This design comes from an exercise in tuning for small area, a short achievable clock period and few clock cycles on the open sky130 flow, not from production work.
Only simulation tests tie the RTL to the original design; equivalence was not proved.
Power figures rest on the tool's default switching activity, not on a simulated workload.

$ cat run.sh
#!/bin/bash
# synth_recipe.tcl (not shown) runs the flow's synth.tcl, then flattens the netlist and writes it again
# the make line also repeats each setting of config.mk as NAME=value (left out here)
make -C /OpenROAD-flow-scripts/flow DESIGN_CONFIG=/design/flow/config.mk WORK_HOME=/design/flow/orfs CLKGATE_MAP_FILE= SYNTH_SCRIPT=/design/flow/synth_recipe.tcl finish
$ cat config.mk
export PLATFORM = sky130hd
export DESIGN_NAME = ray_polygon_nearest_hit
export DESIGN_NICKNAME = ray_polygon_nearest_hit
export VERILOG_FILES = /design/flow/design.v
export SDC_FILE = /design/flow/constraint.sdc
export NUM_CORES = 4
export LEC_CHECK = 0
export CAP_MARGIN = 20
export CORE_MARGIN = 2
export CORE_UTILIZATION = 45
export PLACE_DENSITY = 0.6
export SLEW_MARGIN = 20
$ cat constraint.sdc
create_clock -name core_clock -period 10.0 [get_ports {clock}]
set_input_delay 2.0000 -clock core_clock [delete_from_list [all_inputs] [get_ports {clock}]]
set_output_delay 2.0000 -clock core_clock [all_outputs]
set_load 0.01 [all_outputs]
$ cat design.v
package rpnh_pkg;
   localparam int COORD_BITS = 16;                
   localparam int DIFF_W     = COORD_BITS + 1;    
   localparam int CROSS_W    = 2 * DIFF_W + 1;    
   localparam int MAG_W      = 33;                
   localparam int LO_W       = 17;                
   localparam int HI_W       = MAG_W - LO_W;      
   localparam int OUT_W      = 24;
   localparam logic [1:0] CMD_APPEND  = 2'd0;
   localparam logic [1:0] CMD_REPLACE = 2'd1;
   localparam logic [1:0] CMD_CAST    = 2'd2;
   localparam logic [1:0] CMD_NONE    = 2'd3;
endpackage
import rpnh_pkg::*;
module rpnh_vstore
#(
   parameter int DEPTH = 64
) (
   input  logic                    clock,
   input  logic                    we,
   input  logic [2*COORD_BITS-1:0] wdata,
   output logic [2*COORD_BITS-1:0] rdata
);
   logic [2*COORD_BITS-1:0] ring [DEPTH];
   always_ff @(posedge clock) begin
      for (int i = 0; i < DEPTH - 1; i++) begin
         ring[i] <= ring[i + 1];
      end
      ring[DEPTH - 1] <= we ? wdata : ring[0];
   end
   assign rdata = ring[0];
endmodule
import rpnh_pkg::*;
module rpnh_mul
#(
   parameter int AW = DIFF_W,
   parameter int BW = DIFF_W,
   parameter int YW = CROSS_W
) (
   input  logic signed [AW-1:0] a,
   input  logic signed [BW-1:0] b,
   input  logic signed [AW-1:0] c,
   input  logic signed [BW-1:0] d,
   output logic signed [YW-1:0] y
);
   logic signed [AW+BW-1:0] p1, p2;
   assign p1 = a * b;
   assign p2 = c * d;
   assign y  = YW'(p1) - YW'(p2);
endmodule
module rpnh_umul
#(
   parameter int AW = LO_W,
   parameter int BW = LO_W,
   parameter int YW = 2 * LO_W + 1
) (
   input  logic [AW-1:0]        a,
   input  logic [BW-1:0]        b,
   input  logic [AW-1:0]        c,
   input  logic [BW-1:0]        d,
   output logic signed [YW-1:0] y
);
   logic [AW+BW-1:0] p1, p2;
   assign p1 = a * b;
   assign p2 = c * d;
   assign y  = signed'(YW'(p1)) - signed'(YW'(p2));
endmodule
import rpnh_pkg::*;
module rpnh_div
(
   input  logic                         clock,
   input  logic                         reset,
   input  logic                         start,
   input  logic [MAG_W-1:0]             un,
   input  logic [MAG_W-1:0]             den,
   input  logic signed [COORD_BITS-1:0] p,
   input  logic signed [DIFF_W-1:0]     d,
   output logic                         done,
   output logic signed [OUT_W-1:0]      v
);
   localparam int MW   = COORD_BITS;             
   localparam int AW   = MAG_W + MW;             
   localparam int NW   = AW + 9;                 
   localparam int QW   = 25;                     
   localparam int RW   = MAG_W + 1;              
   typedef enum logic [1:0] { S_IDLE, S_MUL, S_PREP, S_DIV } st_t;
   st_t                     st_ff;
   logic [4:0]              cnt_ff;
   logic [MW-1:0]           m_ff;
   logic                    neg_ff;
   logic [MAG_W-1:0]        un_ff, den_ff;
   logic signed [COORD_BITS-1:0] p_ff;
   logic [AW-1:0]           acc_ff;
   logic [RW-1:0]           r_ff;
   logic [QW-1:0]           q_ff;
   logic                    ovf_ff;
   logic                    done_ff;
   logic signed [OUT_W-1:0] v_ff;
   logic [NW-1:0]           num;
   logic [RW-1:0]           d2;
   logic [RW:0]             r2, r2s;
   logic [QW:0]             qc;
   logic signed [OUT_W+2:0] base, vsum;
   logic signed [OUT_W-1:0] vsat;
   assign d2  = {den_ff, 1'b0};
   assign num = {acc_ff, 9'b0} + NW'(den_ff) - NW'(neg_ff);
   assign r2  = {r_ff, q_ff[QW-1]};
   assign r2s = r2 - {1'b0, d2};
   always_comb begin
      qc   = ovf_ff ? {1'b1, {QW{1'b0}}} : {1'b0, q_ff};
      base = (OUT_W+3)'(p_ff) <<< 8;
      vsum = neg_ff ? base - $signed({1'b0, qc}) : base + $signed({1'b0, qc});
      if (vsum > (OUT_W+3)'(signed'({1'b0, {(OUT_W-1){1'b1}}}))) begin
         vsat = {1'b0, {(OUT_W-1){1'b1}}};
      end else if (vsum < (OUT_W+3)'(signed'({1'b1, {(OUT_W-1){1'b0}}}))) begin
         vsat = {1'b1, {(OUT_W-1){1'b0}}};
      end else begin
         vsat = vsum[OUT_W-1:0];
      end
   end
   always_ff @(posedge clock) begin
      done_ff <= 1'b0;
      if (reset) begin
         st_ff <= S_IDLE;
      end else begin
         unique case (st_ff)
            S_IDLE: begin
               if (start) begin
                  st_ff  <= S_MUL;
                  cnt_ff <= 5'(MW - 1);
                  m_ff   <= MW'(d[DIFF_W-1] ? -d : d);
                  neg_ff <= d[DIFF_W-1];
                  un_ff  <= un;
                  den_ff <= den;
                  p_ff   <= p;
                  acc_ff <= '0;
               end
            end
            S_MUL: begin
               acc_ff <= {acc_ff[AW-2:0], 1'b0} + (m_ff[MW-1] ? AW'(un_ff) : AW'(0));
               m_ff   <= {m_ff[MW-2:0], 1'b0};
               cnt_ff <= cnt_ff - 5'd1;
               if (cnt_ff == '0) st_ff <= S_PREP;
            end
            S_PREP: begin
               r_ff   <= RW'(num[NW-1:QW]);
               q_ff   <= num[QW-1:0];
               ovf_ff <= RW'(num[NW-1:QW]) >= d2;
               cnt_ff <= 5'(QW - 1);
               st_ff  <= S_DIV;
            end
            S_DIV: begin
               r_ff   <= r2s[RW] ? r2[RW-1:0] : r2s[RW-1:0];
               q_ff   <= {q_ff[QW-2:0], ~r2s[RW]};
               cnt_ff <= cnt_ff - 5'd1;
               if (cnt_ff == '0) begin
                  st_ff   <= S_IDLE;
                  done_ff <= 1'b1;
               end
            end
         endcase
      end
   end
   assign done = done_ff;
   assign v    = vsat;
endmodule
import rpnh_pkg::*;
module ray_polygon_nearest_hit
#(
   parameter int MAX_VERTICES = 64
) (
   input  logic        clock,
   input  logic        reset,
   input  logic        req_tvalid,
   output logic        req_tready,
   input  logic [63:0] req_tdata,    
   input  logic [1:0]  req_tuser,    
   output logic        rsp_tvalid,
   input  logic        rsp_tready,
   output logic [47:0] rsp_tdata,    
   output logic [1:0]  rsp_tuser     
);
   localparam int AW   = $clog2(MAX_VERTICES);
   localparam int CNTW = $clog2(MAX_VERTICES + 1);
   localparam int CW2  = 2 * COORD_BITS;
   localparam int FD   = 4;                
   localparam int FAW  = 2;
   logic                 rdy_ff, rdy_in;
   logic                 accept;
   logic [1:0]           cmd;
   logic [CNTW-1:0]      cnt_ff, cnt_in;
   logic [AW-1:0]        ph_ff, ph_in;
   logic [CW2-1:0]       vlast_ff, v0_ff;
   logic                 ring_we;
   logic [CW2-1:0]       ring_rd;
   logic                 full, empty;
   logic                 is_scan;       
   logic                 simple_err;
   assign accept     = req_tvalid && rdy_ff;
   assign req_tready = rdy_ff;
   assign cmd        = req_tuser;
   assign full       = (cnt_ff == CNTW'(MAX_VERTICES));
   assign empty      = (cnt_ff == '0);
   assign is_scan    = accept && (cmd == CMD_CAST) && (cnt_ff > CNTW'(1));
   assign simple_err = ((cmd == CMD_APPEND) && full) || ((cmd == CMD_REPLACE) && empty);
   assign ring_we = accept && (cmd == CMD_APPEND) && !full && !empty;
   rpnh_vstore #(.DEPTH(MAX_VERTICES)) u_vstore (
      .clock (clock),
      .we    (ring_we),
      .wdata (vlast_ff),
      .rdata (ring_rd)
   );
   always_comb begin
      cnt_in = cnt_ff;
      ph_in  = AW'(ph_ff + AW'(1));
      if (accept && (cmd == CMD_APPEND) && !full) begin
         cnt_in = cnt_ff + CNTW'(1);
         if (cnt_ff == CNTW'(1)) ph_in = AW'(1);    
      end
   end
   always_ff @(posedge clock) begin
      if (reset) begin
         cnt_ff <= '0;
      end else begin
         cnt_ff <= cnt_in;
      end
      ph_ff <= ph_in;
      if (accept && (((cmd == CMD_APPEND) && !full) || ((cmd == CMD_REPLACE) && !empty))) begin
         vlast_ff <= req_tdata[CW2-1:0];
         if (cnt_ff == CNTW'(cmd == CMD_REPLACE)) v0_ff <= req_tdata[CW2-1:0];
      end
   end
   logic                 scan_ff, scan_in;
   logic                 first_ff;
   logic                 pv_ff;
   logic                 casea_ff;
   logic [AW-1:0]        ph0_ff;
   logic [CNTW-1:0]      cc_ff;
   logic [CW2-1:0]       lv_ff;
   logic signed [COORD_BITS-1:0] px_ff, py_ff;
   logic signed [DIFF_W-1:0]     dx_ff, dy_ff;
   logic signed [COORD_BITS-1:0] ptx_ff, pty_ff;    
   logic signed [DIFF_W-1:0]     dtx_ff, dty_ff;
   logic                 inject, in_range, vvalid, is_end;
   logic [CW2-1:0]       vsel;
   logic signed [DIFF_W-1:0] qx_n, qy_n;
   assign inject   = (CNTW'(ph_ff) == cc_ff);
   assign in_range = (CNTW'(ph_ff) < cc_ff);
   assign vvalid   = scan_ff && (in_range || inject);
   assign vsel     = inject ? v0_ff :
                     ((CNTW'(ph_ff) + CNTW'(1)) == cc_ff) ? lv_ff : ring_rd;
   assign is_end   = scan_ff && !first_ff &&
                     (casea_ff ? (ph_ff == ph0_ff) : inject);
   assign qx_n     = DIFF_W'(signed'(vsel[COORD_BITS-1:0])) - DIFF_W'(px_ff);
   assign qy_n     = DIFF_W'(signed'(vsel[CW2-1:COORD_BITS])) - DIFF_W'(py_ff);
   assign scan_in  = is_scan || (scan_ff && !is_end);
   always_ff @(posedge clock) begin
      if (reset) begin
         scan_ff <= 1'b0;
      end else begin
         scan_ff <= scan_in;
      end
      first_ff <= 1'b0;
      pv_ff    <= (pv_ff && !first_ff) || vvalid;
      if (is_scan) begin
         first_ff <= 1'b1;
         ph0_ff   <= ph_in;
         casea_ff <= (cnt_ff == CNTW'(MAX_VERTICES)) ||
                     ((ph_in != '0) && (CNTW'(ph_in) < cnt_ff));
         cc_ff    <= cnt_ff;
         lv_ff    <= vlast_ff;
         px_ff    <= req_tdata[15:0];
         py_ff    <= req_tdata[31:16];
         dx_ff    <= DIFF_W'(signed'(req_tdata[47:32])) - DIFF_W'(signed'(req_tdata[15:0]));
         dy_ff    <= DIFF_W'(signed'(req_tdata[63:48])) - DIFF_W'(signed'(req_tdata[31:16]));
      end
      if (is_end) begin
         ptx_ff <= px_ff;
         pty_ff <= py_ff;
         dtx_ff <= dx_ff;
         dty_ff <= dy_ff;
      end
   end
   logic                     v1_ff, e1_ff, l1_ff;
   logic signed [DIFF_W-1:0] qcx_ff, qcy_ff, qpx_ff, qpy_ff;
   always_ff @(posedge clock) begin
      if (reset) begin
         v1_ff <= 1'b0;
         e1_ff <= 1'b0;
         l1_ff <= 1'b0;
      end else begin
         v1_ff <= vvalid;
         e1_ff <= vvalid && pv_ff && !first_ff;
         l1_ff <= is_end;
      end
      if (vvalid) begin
         qcx_ff <= qx_n;
         qcy_ff <= qy_n;
         qpx_ff <= qcx_ff;
         qpy_ff <= qcy_ff;
      end
   end
   logic signed [CROSS_W-1:0] s_n, un_n;
   logic                      e2_ff, l2_ff;
   logic signed [CROSS_W-1:0] s2_ff, sp2_ff, un2_ff;
   rpnh_mul u_mul_s (.a(qcx_ff), .b(dy_ff), .c(qcy_ff), .d(dx_ff), .y(s_n));
   rpnh_mul u_mul_u (.a(qpx_ff), .b(qcy_ff), .c(qpy_ff), .d(qcx_ff), .y(un_n));
   always_ff @(posedge clock) begin
      if (reset) begin
         e2_ff <= 1'b0;
         l2_ff <= 1'b0;
      end else begin
         e2_ff <= e1_ff;
         l2_ff <= l1_ff;
      end
      if (v1_ff) begin
         s2_ff  <= s_n;
         sp2_ff <= s2_ff;
         un2_ff <= un_n;
      end
   end
   logic                  pos_n, neg_n, hit_n;
   logic                  sp_z, s_z;
   logic [MAG_W-1:0]      um_n, dm_n;
   logic                  h3_ff, l3_ff;
   logic [MAG_W-1:0]      um3_ff, dm3_ff;
   always_comb begin
      sp_z  = (sp2_ff == '0);
      s_z   = (s2_ff == '0);
      pos_n = !sp2_ff[CROSS_W-1] && (s2_ff[CROSS_W-1] || s_z) && !un2_ff[CROSS_W-1];
      neg_n = (sp2_ff[CROSS_W-1] || sp_z) && !s2_ff[CROSS_W-1] &&
              (un2_ff[CROSS_W-1] || (un2_ff == '0));
      hit_n = e2_ff && (pos_n || neg_n) && !(sp_z && s_z);
      if (!sp2_ff[CROSS_W-1] && !(sp_z && s_z) && (s2_ff[CROSS_W-1] || s_z)) begin
         dm_n = MAG_W'(sp2_ff - s2_ff);
         um_n = MAG_W'(un2_ff);
      end else begin
         dm_n = MAG_W'(s2_ff - sp2_ff);
         um_n = MAG_W'(-un2_ff);
      end
   end
   always_ff @(posedge clock) begin
      if (reset) begin
         h3_ff <= 1'b0;
         l3_ff <= 1'b0;
      end else begin
         h3_ff <= hit_n;
         l3_ff <= l2_ff;
      end
      um3_ff <= um_n;
      dm3_ff <= dm_n;
   end
   logic                  lane_ff;
   logic [MAG_W-1:0]      bu_ff [2];
   logic [MAG_W-1:0]      bd_ff [2];
   logic [1:0]            bf_ff;
   logic                  lc1_ff, lc2_ff;     
   logic                  merge;
   logic [MAG_W-1:0]      cu, cd, xu, xd;     
   logic                  cf, xf;
   logic signed [2*LO_W:0]   m_ll_n, m_lh_n, m_hl_n, m_hh_n;
   logic signed [2*LO_W:0]   m_ll_ff, m_lh_ff, m_hl_ff, m_hh_ff;
   logic                  k_h_ff, k_xf_ff, k_m_ff, k_lane_ff, k_f0_ff, k_f1_ff;
   logic [MAG_W-1:0]      k_u_ff, k_d_ff;
   assign merge = lc2_ff;
   always_comb begin
      if (merge) begin
         cu = bu_ff[1]; cd = bd_ff[1]; cf = bf_ff[1];
         xu = bu_ff[0]; xd = bd_ff[0]; xf = bf_ff[0];
      end else begin
         cu = um3_ff;   cd = dm3_ff;   cf = h3_ff;
         xu = bu_ff[lane_ff]; xd = bd_ff[lane_ff]; xf = bf_ff[lane_ff];
      end
   end
   rpnh_umul #(.AW(LO_W), .BW(LO_W), .YW(2*LO_W+1)) u_c_ll
      (.a(cu[LO_W-1:0]), .b(xd[LO_W-1:0]), .c(xu[LO_W-1:0]), .d(cd[LO_W-1:0]), .y(m_ll_n));
   rpnh_umul #(.AW(LO_W), .BW(HI_W), .YW(2*LO_W+1)) u_c_lh
      (.a(cu[LO_W-1:0]), .b(xd[MAG_W-1:LO_W]), .c(xu[LO_W-1:0]), .d(cd[MAG_W-1:LO_W]), .y(m_lh_n));
   rpnh_umul #(.AW(HI_W), .BW(LO_W), .YW(2*LO_W+1)) u_c_hl
      (.a(cu[MAG_W-1:LO_W]), .b(xd[LO_W-1:0]), .c(xu[MAG_W-1:LO_W]), .d(cd[LO_W-1:0]), .y(m_hl_n));
   rpnh_umul #(.AW(HI_W), .BW(HI_W), .YW(2*LO_W+1)) u_c_hh
      (.a(cu[MAG_W-1:LO_W]), .b(xd[MAG_W-1:LO_W]), .c(xu[MAG_W-1:LO_W]), .d(cd[MAG_W-1:LO_W]), .y(m_hh_n));
   always_ff @(posedge clock) begin
      if (reset) begin
         lc1_ff  <= 1'b0;
         lc2_ff  <= 1'b0;
         k_h_ff  <= 1'b0;
         k_m_ff  <= 1'b0;
      end else begin
         lc1_ff  <= l3_ff;
         lc2_ff  <= lc1_ff;
         k_h_ff  <= cf && !merge;
         k_m_ff  <= merge;
      end
      lane_ff   <= ~lane_ff;
      m_ll_ff   <= m_ll_n;
      m_lh_ff   <= m_lh_n;
      m_hl_ff   <= m_hl_n;
      m_hh_ff   <= m_hh_n;
      k_xf_ff   <= xf;
      k_lane_ff <= lane_ff;
      k_f0_ff   <= bf_ff[0];
      k_f1_ff   <= bf_ff[1];
      k_u_ff    <= cu;
      k_d_ff    <= cd;
   end
   localparam int DW = 2 * MAG_W + 2;
   logic signed [DW-1:0] diff;
   logic                 lt;
   logic                 upd;
   logic                 mwin;
   assign diff = (DW'(m_hh_ff) <<< (2 * LO_W)) +
                 ((DW'(m_lh_ff) + DW'(m_hl_ff)) <<< LO_W) + DW'(m_ll_ff);
   assign lt   = diff[DW-1];
   assign upd  = k_h_ff && (!k_xf_ff || lt);
   assign mwin = k_f1_ff && (!k_f0_ff || lt);
   always_ff @(posedge clock) begin
      if (reset || merge) begin
         bf_ff <= '0;
      end else if (upd) begin
         bf_ff[k_lane_ff] <= 1'b1;
      end
      if (upd) begin
         bu_ff[k_lane_ff] <= k_u_ff;
         bd_ff[k_lane_ff] <= k_d_ff;
      end
   end
   logic                 f_ff;         
   logic                 f_found_ff;
   logic [MAG_W-1:0]     f_u_ff, f_d_ff;
   logic signed [COORD_BITS-1:0] f_px_ff, f_py_ff;
   logic signed [DIFF_W-1:0]     f_dx_ff, f_dy_ff;
   logic                 fin_ff;       
   logic                 fstart;
   logic                 dx_done, dy_done;
   logic signed [OUT_W-1:0] hx_n, hy_n;
   logic                 res_ff, res_hit_ff;
   logic [47:0]          res_data_ff;
   logic                 res_take;
   assign fstart = f_ff && !fin_ff && !res_ff && f_found_ff;
   always_ff @(posedge clock) begin
      if (merge) begin
         f_px_ff <= ptx_ff;
         f_py_ff <= pty_ff;
         f_dx_ff <= dtx_ff;
         f_dy_ff <= dty_ff;
      end
      if (k_m_ff) begin
         f_found_ff <= k_f0_ff || k_f1_ff;
         f_u_ff     <= mwin ? bu_ff[1] : bu_ff[0];
         f_d_ff     <= mwin ? bd_ff[1] : bd_ff[0];
      end
   end
   rpnh_div u_div_x (.clock(clock), .reset(reset), .start(fstart), .un(f_u_ff), .den(f_d_ff),
                     .p(f_px_ff), .d(f_dx_ff), .done(dx_done), .v(hx_n));
   rpnh_div u_div_y (.clock(clock), .reset(reset), .start(fstart), .un(f_u_ff), .den(f_d_ff),
                     .p(f_py_ff), .d(f_dy_ff), .done(dy_done), .v(hy_n));
   always_ff @(posedge clock) begin
      if (reset) begin
         f_ff   <= 1'b0;
         fin_ff <= 1'b0;
         res_ff <= 1'b0;
      end else begin
         if (k_m_ff) begin
            f_ff <= 1'b1;
         end else if (f_ff && !fin_ff && !res_ff) begin
            f_ff <= 1'b0;
            if (f_found_ff) fin_ff <= 1'b1;
         end
         if (fin_ff && dx_done) fin_ff <= 1'b0;
         if (f_ff && !fin_ff && !f_found_ff && !res_ff) begin
            res_ff <= 1'b1;
         end else if (fin_ff && dx_done) begin
            res_ff <= 1'b1;
         end else if (res_take) begin
            res_ff <= 1'b0;
         end
      end
      if (f_ff && !fin_ff && !f_found_ff && !res_ff) begin
         res_hit_ff  <= 1'b0;
         res_data_ff <= '0;
      end else if (fin_ff && dx_done) begin
         res_hit_ff  <= 1'b1;
         res_data_ff <= {hy_n, hx_n};
      end
   end
   logic [1:0]           oq_ff [FD];
   logic [FAW-1:0]       oq_rd_ff, oq_wr_ff;
   logic [FAW:0]         oq_n_ff, oq_n_in;
   logic [1:0]           ncast_ff, ncast_in;
   logic                 rsp_valid_ff;
   logic [47:0]          rsp_data_ff;
   logic [1:0]           rsp_user_ff;
   logic                 head_cast, load;
   assign head_cast = oq_ff[oq_rd_ff][1];
   assign load      = (!rsp_valid_ff || rsp_tready) && (oq_n_ff != '0) &&
                      (!head_cast || res_ff);
   assign res_take  = load && head_cast;
   assign oq_n_in  = oq_n_ff + (FAW+1)'(accept) - (FAW+1)'(load);
   assign ncast_in = ncast_ff + 2'(is_scan) - 2'(res_take);
   always_ff @(posedge clock) begin
      if (reset) begin
         oq_rd_ff     <= '0;
         oq_wr_ff     <= '0;
         oq_n_ff      <= '0;
         ncast_ff     <= '0;
         rsp_valid_ff <= 1'b0;
      end else begin
         oq_n_ff  <= oq_n_in;
         ncast_ff <= ncast_in;
         if (accept) oq_wr_ff <= oq_wr_ff + FAW'(1);
         if (load)   oq_rd_ff <= oq_rd_ff + FAW'(1);
         if (load) begin
            rsp_valid_ff <= 1'b1;
         end else if (rsp_tready) begin
            rsp_valid_ff <= 1'b0;
         end
      end
      if (accept) oq_ff[oq_wr_ff] <= {is_scan, simple_err};
      if (load) begin
         rsp_data_ff <= head_cast ? res_data_ff : 48'd0;
         rsp_user_ff <= head_cast ? {1'b0, res_hit_ff} : {oq_ff[oq_rd_ff][0], 1'b0};
      end
   end
   logic append_ok, cast_ok, oq_ok;
   assign append_ok = (cnt_in <= CNTW'(1)) || (cnt_in == CNTW'(MAX_VERTICES)) ||
                      ((CNTW'(ph_in) + CNTW'(1)) == cnt_in);
   assign cast_ok   = !scan_in && (ncast_in <= 2'd1);
   assign oq_ok     = (oq_n_in < (FAW+1)'(FD));
   always_comb begin
      if (accept || !req_tvalid) begin
         rdy_in = oq_ok && append_ok && cast_ok;
      end else begin
         unique case (cmd)
            CMD_APPEND: rdy_in = oq_ok && append_ok;
            CMD_CAST:   rdy_in = oq_ok && cast_ok;
            default:    rdy_in = oq_ok;
         endcase
      end
   end
   always_ff @(posedge clock) begin
      if (reset) begin
         rdy_ff <= 1'b0;
      end else begin
         rdy_ff <= rdy_in;
      end
   end
   assign rsp_tvalid = rsp_valid_ff;
   assign rsp_tdata  = rsp_data_ff;
   assign rsp_tuser  = rsp_user_ff;
endmodule
==> notes.md <==
==> kinds of logic (layout without fill, tap and decap cells) <==
group,count (synthesis),count (layout)
buf+inv,5024,5585
mux,446,446
xor+xnor,696,696
flops,3567,3567
fa+ha+maj,5133,5133
other cells,0,54
compound gates,2098,2098
simple gates,5361,5361
==> repair_timing <==
| item | CTS | global route |
|---|---|---|
| setup buffers | 0 | 0 |
| endpoints found under the setup margin | 0 | 5 |
| resized for setup | 0 | 3 |
==> routing by layer <==
| layer | GRT usage (%) | vias to the layer above |
|---|---|---|
| li1 | - | 70000 |
| met1 | 35.1 | 78800 |
| met2 | 40.8 | 5120 |
| met3 | 3.78 | 1151 |
| met4 | 10.7 | 22 |
| met5 | 0 | - |
==> power groups by stage <==
stage | clock network (mW) | logic, mW | registers [mW]
after global routing | 14.9 | 16.2 | 16.1
after detailed placement | 0 | 14.4 | 16.4
after floorplan | 0 | 9.63 | 16.2
after CTS | 14.4 | 14.5 | 16.1
after global placement | 0 | 14.2 | 16.4
final | 14.0 | 14.5 | 16.1
==> registers in the layout (all words and copies together), names as in the netlist, 34 cells and up, named ones only <==
signal          cells
u_div_x.r_ff       34
res_data_ff        48
u_div_y.acc_ff     49
u_div_x.acc_ff     49
u_div_y.r_ff       34
s2_ff              35
bu_ff              66
sp2_ff             35
rsp_data_ff        48
m_lh_ff            34
m_hl_ff            34
un2_ff             35
u_vstore.ring    2048
bd_ff              66
==> stage by stage <==
stage	cell area (um2)	util [%]	instances	hold slack [ns]
floorplan	239000	-	22300	0.310
global placement	251000	47.4	29200	0.310
detailed placement	251000	47.4	29200	0.312
CTS	263000	49.8	29900	0.246
global route	263000	49.8	29900	0.266
finish	263000	49.8	29900	0.244
==> worst reg2reg max path: cells and delay by family, from the launching register on <==
kind                     cells  cell delay [ns]
XOR/XNOR                     1             0.22
adder cells (fa/ha/maj)      9             4.36
multiplexers                 1             0.94
AO/OA/AOI/OAI                5             1.06
buffers and inverters        8             1.34
flip-flops                   1             0.61
AND/OR/NAND/NOR              4             0.95
==> placed cells by master (no fill, tap or decap), types with 72 or more instances in the layout <==
cell             count
mux2_2             215
inv_1             4266
edfxtp_1          1164
ha_1              1831
and2_1             724
clkbuf_16          370
nand3_1            139
buf_4              473
nor3_1             122
nand2b_1           114
nor2b_1            145
clkdlybuf4s50_1    120
o21bai_1            82
mux2i_1            154
fa_1              3298
xor2_1             184
o21ai_0            490
xnor2_1            511
mux2i_2             72
dfxtp_1           2400
nand2_1           2338
nor2_1            1428
a21o_1             294
a21oi_1            623
==> final timing paths <==
| kind | end | slack (ns) | depth (start not counted) | startpoint |
|---|---|---|---|---|
| min | u_vstore.ring[15][29]$_DFF_P_ | 0.24 | 0 | u_vstore.ring[16][29]$_DFF_P_ |
| max | m_lh_ff[33]$_DFF_P_ | 0.38 | 28 | lc2_ff$_SDFF_PP0_ |
| min reg2reg | u_vstore.ring[15][29]$_DFF_P_ | 0.24 | 0 | u_vstore.ring[16][29]$_DFF_P_ |
| max reg2reg | m_lh_ff[33]$_DFF_P_ | 0.38 | 28 | lc2_ff$_SDFF_PP0_ |
==> layout make-up <==
| cell class | count | area share (%) |
|---|---|---|
| clock inverter | 171 | 0.830 |
| sequential | 3567 | 31.5 |
| inverter | 4295 | 6.12 |
| clock buffer | 494 | 3.91 |
| tap | 6994 | 3.32 |
| multi-input combinational | 13700 | 52.2 |
| timing repair buffer | 625 | 2.04 |
| antenna | 54 | 0.0513 |
==> summary.md <==
| Metric | Value |
|---|---|
| Status | finished clean |
| CTS Hold Bufs | 0 |
| Skew-Pair Late Insertion Delay | 1.00 ns |
| WP buf/inv | 8 |
| Ys flop type | dfxtp_1 |
| Design Power | 44.6 mW |
| Mux contribution to synthesized area | roughly 2.0% |
| Final hold vios | 0 |
| Worst setup EP type | flip-flop |
| Distinct cells, synth | a little under 100 |
| Min cycle time layout | about 9.6 ns |
| RSZ-0062 raised after global routing | no |
| Max clock buf depth | 4 |
| P&R area growth vs syn | 10.2% |
| Power share of the sequential group | a little over a third |
| Filler cells | ~48000 |
| MaxCap Viol Count | 0 |
| Pre-Repair DR Iteration Count | 6 |
| Die X | about 730 um |
| Fin worst setup slack | between 0.3 and 0.4 ns |
| Met3 WL | ~47000 um |
| Most used cell, CP | fa_1 |
| Max Clk Rate | just over 100 MHz |
| Post-Syn Area | around 0.24 mm2 |
| Max-slew headroom at the worst pin | between 15 and 20% |
| Worst path max stage delay | ~0.93 ns |
| Peak supply drop | 0.424 mV |
| Sw frac | 33.2% |
| Final setup viols | 0 |
| Seq/Total Area, Yosys | roughly a third |
| WP data arrival | roughly 10 ns |
| Met1 WL | 292000 um |
| Synth warn | 4 |
| Int Pwr | 29.8 mW |
| Delay-heaviest family, CP | adder cells |
| Synth top area cells | fa_1, dfxtp_1, edfxtp_1 |
| Synth Register Bits | 3567 |
| Slew Limit Fails | 0 |
| I/O Pins | between 100 and 150 |
| Simple-Gate Fraction of Synth Area | between 10% and 20% |
| Pwr dens | approximately 170 mW/mm2 |
| Multi-input gate area in the final layout | approximately 0.14 mm2 |
| Largest family of logic cells by synthesized area | adder cells |
| Layout Nets | between 20000 and 30000 |
| Clock sink count | about 3600 |
| Fin crit share | around 96% |
| Setup CP Type | reg -> reg |
| Routed Antenna Nets | 0 |
| Most common cell in the synthesized netlist | inv_1 |
| Vias per cell | between 5 and 6 |
| Final HPWL DP | 550000 um |
| Synthesized Nets | about 28000 |
| CTS Buf Count | 360 |
| Slew @ Worst Pin | roughly 1.3 ns |
| Synth async-reset ratio | 0% |
| Adder-Cell Fraction of Synth Area | 37.2% |
| Routed WL | 686000 um |
| Worst-path clk slew | 0.06 ns |
| Initial antenna violation count | between 50 and 60 |
| Fraction of the mapped netlist area in compound gates | about 5.6% |
| CTS tree | done |
| Critical Path RT | roughly 11 ns |
| Root Buffer | clkbuf_16 |
| Die height | roughly 730 um |
| Gate power share | 32.5% |
| Post-synth top area share | between 20% and 30% |
| Setup slack at placement | 0.162 ns |
| Setup TNS | 0 ns |
| Final Skew | between 0.1 and 0.15 ns |
| GRT Overall Usage | 25.6% |
| Register area | about 0.083 mm2 |
| Largest area contributor in the netlist | fa_1 |
| Psw | about 15 mW |
| Vias in the first global route | 161000 |
| Number of enable flip-flop cells after synthesis | 1164 |
| Layout cell share with drive strength beyond 1 | under 10% |
| Die area | about 0.54 mm2 |
| H-tree Lvls | 5 |
| Initial core utilization | 45.2% |
| Row cnt | between 200 and 300 |
| DR top layer | met5 |
| Startpoint types | flip-flop |
| Initial drt markers | 12400 |
| Routed WL per cell | approximately 23 um |
| XOR/XNOR share of the synthesized area | between 2 and 3% |
| Syn_area_per_cell | 10.7 um2 |
| Worst Hold Class | reg -> reg |
| First-pass GRT wire length | between 1000000 and 1500000 um |
| Core ar. | between 0.5 and 0.6 mm2 |
| Synthesized instance count | 22300 |
| Total gr overflow | 0 |
| RD Place Congestion | between 0.9 and 1 |
| Pleak | 121 nW |
| Via count | roughly 160k |
| Largest net degree at the start of global routing | 90 |
| Crit-path slowest cell | mux2i_1 |
| Port bufs | roughly 120 |
| Residual DRC count | 0 |
| Clk pwr share | between 30% and 40% |
| Commonest cells in the synthesized netlist | inv_1, fa_1, dfxtp_1 |
| Met2 wire length | about 310000 um |
| Max Fanout on Critical Path | 25 |
Testbench counts, summed over its fixed seeds: cycles 34,145.

[port drivers added, routing unchanged]
The results above use ideal ports. As a check the final layout listed here was re-extracted and re-timed, cells and wires unchanged.
Step 1 sets driving cells, clkbuf_16 on the clock port and buf_2 on the other inputs (assumed; they add their load-dependent delay and slew).
Step 2 moves the port delays by t, midway between the first and last clock arrival at a register: inputs arrive t later, outputs are due t later. That takes back most of the time a late clock gives input paths.
Three values: ideal, step 1, step 2; two values: the first two.
t, ns: 1.087
setup slack, ns: 0.375 / 0.375 / 0.375
clock arrival spread, ns: 0.126 / 0.125
After both steps this run still meets setup and hold. For this run, drivers alone change the setup slack by 0.000 ns; drivers and shift together by 0.000 ns.
